From an optimization exercise on the open Yosys and OpenROAD flow, aimed at small area, a short achievable clock period and few clock cycles per item; shortcuts taken in it are not production practice. Only simulation tests tie the RTL to the original design; equivalence was not proved.

## the reference run
// tremolo_lfo_gain
module tremolo_lfo_gain (
    input  logic                           clk,
    input  logic                           rst_n,
    input  logic                           s_axis_tvalid,
    output logic                           s_axis_tready,
    input  logic [15:0]                    s_axis_tdata,    
    output logic                           m_axis_tvalid,
    input  logic                           m_axis_tready,
    output logic [15:0]                    m_axis_tdata,    
    input  logic                           cfg_we,
    input  logic                           cfg_index,
    input  logic [tlg_pkg::HP_W-1:0]       cfg_data
);
    localparam int HW = tlg_pkg::HP_W;
    localparam int WW = tlg_pkg::WAVE_W;
    localparam int PW = tlg_pkg::PROD_W;
    logic [HW-1:0]               h_reg;
    logic [tlg_pkg::SEL_W-1:0]   sel_reg;
    logic                        busy_reg;
    logic [tlg_pkg::CNT_W-1:0]   cnt_reg;
    logic [tlg_pkg::C_W-1:0]     c_reg;
    logic [HW-1:0]               d_reg;
    logic [tlg_pkg::A_W-1:0]     a_reg;
    logic [HW-1:0]               b_reg;
    logic                        hp_wr;
    logic                        sel_wr;
    logic [HW-1:0]               cfg_h;
    logic                        d1_step;
    logic                        d2_step;
    logic                        d3_step;
    logic                        fix1;
    logic                        fix2;
    logic                        blk_next;
    assign hp_wr   = cfg_we && (cfg_index == tlg_pkg::CFG_HALF_PERIOD);
  ...
Size: about 470 flip-flops, ~60 I/O pins, ~52000 sq um of cells after synthesis.
clock: 10.0 ns
lec_check: 0
abc_clock_period_in_ps: 3000
cap_margin: 20
core_margin: 2
core_utilization: 40
place_density: 0.6
setup_slack_margin: 5
slew_margin: 20
tns_end_percent: 100
run.sh (not shown) runs the stock make flow with config.mk's settings and CLKGATE_MAP_FILE= SYNTH_SCRIPT=/design/flow/synth_recipe.tcl, a recipe that flattens the netlist after the stock synthesis.
Testbench counts of the reference run, summed over its fixed seeds: cycles 10,494, items 9,600.
### the reference run -> the trial run
Settings: SETUP_SLACK_MARGIN: 5 -> unset; ABC_CLOCK_PERIOD_IN_PS: 3000 -> unset; TNS_END_PERCENT: 100 -> unset.
[summary]
Going from the reference run to the trial run, total setup buffers inserted after CTS shrinks by 70. For the trial run, the destination of the critical timing path was rf_reg[19], unlike the reference run, where it was p_reg[3]. Final-layout clock buffer total on the trial run is down relative to the reference run. Endpoint arrival time on the critical path: the trial run vs the reference run up 2.13 ns. [compare] base=the reference run new=the trial run: area growth from synthesis to final layout went down, maximum frequency went down. Placed instance area: the trial run lower than the reference run. The reference run and the trial run ended up with nearly the same count of multi-input gates. For the global-route usage, the trial run came in 2.2 points lower than the reference run did. The trial run vs the reference run — wire length on met3 dropped by more than a quarter.

---

## onyx
tremolo_lfo_gain, a different RTL version from the one above (not shown whole).
For scale: ~7,400 cells after synthesis, about 60 I/O pins.
==> flow/config.mk <==
export PLATFORM = sky130hd
export DESIGN_NAME = tremolo_lfo_gain
export DESIGN_NICKNAME = tremolo_lfo_gain
export VERILOG_FILES = /design/flow/design.v
export SDC_FILE = /design/flow/constraint.sdc
export NUM_CORES = 4
export LEC_CHECK = 0
export ABC_AREA = 1
export CAP_MARGIN = 20
export CORE_MARGIN = 2
export CORE_UTILIZATION = 40
export CTS_BUF_LIST = sky130_fd_sc_hd__clkbuf_4 sky130_fd_sc_hd__clkbuf_8
export PLACE_DENSITY = 0.6
export SETUP_SLACK_MARGIN = 5
export SLEW_MARGIN = 20
export TNS_END_PERCENT = 100
==> flow/constraint.sdc <==
create_clock -name core_clock -period 10.0 [get_ports {clk}]
set_input_delay 2.0000 -clock core_clock [delete_from_list [all_inputs] [get_ports {clk}]]
set_output_delay 2.0000 -clock core_clock [all_outputs]
set_load 0.01 [all_outputs]
standard.sh (not shown) runs the stock make flow with config.mk's settings and CLKGATE_MAP_FILE= SYNTH_SCRIPT=/design/flow/synth_recipe.tcl, a recipe that flattens the netlist after the stock synthesis.
==> flow/flow/run.sh <==
#!/bin/bash
set -euo pipefail
MARGIN=${MARGIN:-6.25}
sed -e "s/SETUP_SLACK_MARGIN=[^ ]*/SETUP_SLACK_MARGIN=${MARGIN}/" standard.sh > standard_margin.sh
grep -q "SETUP_SLACK_MARGIN=${MARGIN}" standard_margin.sh
bash standard_margin.sh > flow_make.log 2>&1
onyx went all the way through synthesis, placement and routing and the layout is clean on timing, DRC and antenna.
Testbench counts of onyx, summed over its fixed seeds: cycles 10,344, items 9,600.
--- input diff onyx..harbor ---
diff --git a/flow/flow/run.sh b/flow/flow/run.sh
--- a/flow/flow/run.sh
+++ b/flow/flow/run.sh
@@ -3 +3 @@
-MARGIN=${MARGIN:-6.25}
+MARGIN=${MARGIN:-6.0}
==> notes.md <==
For clock network contribution to total cell area, harbor and onyx come out practically identical. Reported for onyx and harbor, sequential cell count turned out identical to the last digit. onyx → harbor: clock buffer count in the final layout climbed 11; delay of the slowest critical-path stage climbed 0.10 ns. In harbor the fraction of the cycle the final worst path needs turned out 2.7 points higher than in onyx. Result for onyx and harbor: all clean. Between onyx and harbor, the difference in number of signal-net inverters in the final layout is negligible. Against onyx, harbor comes in 1.7 points lower on core utilization.

---

oak:
Another version of the RTL of tremolo_lfo_gain (not shown whole).
Size in the first run: ~6600 cells after synthesis, about 560 flip-flops, ~60 I/O pins.
clock: 10.0 ns
lec_check: 0
abc_area: 1
cap_margin: 20
core_margin: 2
core_utilization: 40
place_density: 0.6
setup_slack_margin: 5
slew_margin: 20
tns_end_percent: 100
run.sh (not shown) runs the stock make flow with config.mk's settings and CLKGATE_MAP_FILE= SYNTH_SCRIPT=/design/flow/synth_recipe.tcl, a recipe that flattens the netlist after the stock synthesis.
Stock flow here: none of the scripts above is used.
The flow did not stop early for oak: all stages ran, and the layout cleared the timing, design-rule and antenna checks.
Testbench counts of oak, summed over its fixed seeds: cycles 10,518, items 9,600.
Modified inputs, pine compared to oak
==> flow/flow/run.sh (new file) <==
#!/bin/bash
set -euo pipefail
MARGIN=${MARGIN:-6.5}
sed -e "s/SETUP_SLACK_MARGIN=[^ ]*/SETUP_SLACK_MARGIN=${MARGIN}/" standard.sh > standard_margin.sh
grep -q "SETUP_SLACK_MARGIN=${MARGIN}" standard_margin.sh
bash standard_margin.sh > flow_make.log 2>&1
==> flow/standard.sh (new file) <==
#!/bin/bash
# synth_recipe.tcl (not shown) runs the flow's synth.tcl, then flattens the netlist and writes it again
# the make line also repeats each setting of config.mk as NAME=value (left out here)
make -C /OpenROAD-flow-scripts/flow DESIGN_CONFIG=/design/flow/config.mk WORK_HOME=/design/flow/orfs CLKGATE_MAP_FILE= SYNTH_SCRIPT=/design/flow/synth_recipe.tcl "${@:-finish}"
removed: flow/run.sh
--- outcome ---
- Area of placed instances went up slightly going from oak to pine.
- Comparing pine against oak, there is no change at all in number of tap cells inserted.
- Summary of pine over oak: buffer count excluding the clock tree in the final layout increased by 248 relative to the old numbers, global routing usage summed across all routing layers increased by 2.9 points relative to the old numbers, number of buffers inserted during clock tree synthesis increased by 2.8% relative to the old numbers.
- Changes observed in pine relative to oak: final design utilization moved up, flip-flop and latch area held steady.
## Diff of input files: birch against pine
Settings: clearing ABC_AREA, which used to be 1.
==> flow/run.sh (new file) <==
#!/bin/bash
# synth_recipe.tcl (not shown) runs the flow's synth.tcl, then flattens the netlist and writes it again
# the make line also repeats each setting of config.mk as NAME=value (left out here)
make -C /OpenROAD-flow-scripts/flow DESIGN_CONFIG=/design/flow/config.mk WORK_HOME=/design/flow/orfs CLKGATE_MAP_FILE= SYNTH_SCRIPT=/design/flow/synth_recipe.tcl finish
removed: flow/flow/run.sh
removed: flow/standard.sh
- pine → birch: design area fell about 3.3%, pin count of the biggest net entering global routing up 83, required time of the worst setup path went up 50 ps.
- birch ended with every stage complete and zero timing, DRC or antenna violations.
Relative to birch, the following input files were edited for maple:
Settings: setting ABC_AREA to 1 for the first time; setting CTS_BUF_LIST to sky130_fd_sc_hd__clkbuf_4 sky130_fd_sc_hd__clkbuf_8 for the first time.
==> flow/flow/run.sh (new file) <==
#!/bin/bash
set -euo pipefail
MARGIN=${MARGIN:-5.5}
sed -e "s/SETUP_SLACK_MARGIN=[^ ]*/SETUP_SLACK_MARGIN=${MARGIN}/" standard.sh > standard_margin.sh
grep -q "SETUP_SLACK_MARGIN=${MARGIN}" standard_margin.sh
bash standard_margin.sh > flow_make.log 2>&1
==> flow/standard.sh (new file) <==
#!/bin/bash
# synth_recipe.tcl (not shown) runs the flow's synth.tcl, then flattens the netlist and writes it again
# the make line also repeats each setting of config.mk as NAME=value (left out here)
make -C /OpenROAD-flow-scripts/flow DESIGN_CONFIG=/design/flow/config.mk WORK_HOME=/design/flow/orfs CLKGATE_MAP_FILE= SYNTH_SCRIPT=/design/flow/synth_recipe.tcl "${@:-finish}"
removed: flow/run.sh
### Flow results
- In maple the average cell area after synthesis turned out about 6.4% lower than in birch.
- Compare birch and maple | overall via count from detail_route lower: maple
- Per the comparison of maple with birch, maximum frequency went up by 0.017 GHz; clock tree buffer count of the final layout saw an increase.

-- separate check: timing with driven ports --
How much do the figures lean on ideal ports? The routed layouts below were timed once more, with nothing changed but the port constraints. Step 1 assumes that a clkbuf_16 drives the clock port and a buf_2 every other input. Step 2 adds t to the input delays and takes it off the output delays; t is the mean of the earliest and latest rising clock arrival at the registers after step 1. Input paths then give back, and output paths get back, about the clock's delay inside the block. Three values: ideal, step 1, step 2; two values: the first two.
| run | t, ns | setup WS [ns] | worst register clock-pin slew, ns | pins driven straight from the clock port |
|---|---|---|---|---|
| the reference run | 0.750 | 4.572 / 4.572 / 4.450 | 0.07 / 0.07 | 1 |
| the trial run | 0.768 | 2.431 / 2.431 / 2.431 | 0.07 / 0.07 | 1 |
| onyx | 0.909 | 6.292 / 6.261 / 5.443 | 0.08 / 0.08 | 1 |
| harbor | 0.951 | 6.017 / 6.061 / 5.110 | 0.07 / 0.07 | 1 |
| oak | 0.723 | 5.153 / 5.162 / 4.477 | 0.06 / 0.06 | 1 |
| pine | 0.726 | 5.209 / 5.209 / 5.209 | 0.07 / 0.07 | 1 |
| birch | 0.752 | 4.913 / 4.913 / 4.809 | 0.07 / 0.07 | 1 |
| maple | 0.879 | 5.312 / 5.312 / 4.772 | 0.07 / 0.07 | 1 |
After both steps every run listed still meets setup and hold. For harbor, which loses most, drivers alone change the setup slack by +0.044 ns; drivers and shift together by -0.907 ns.
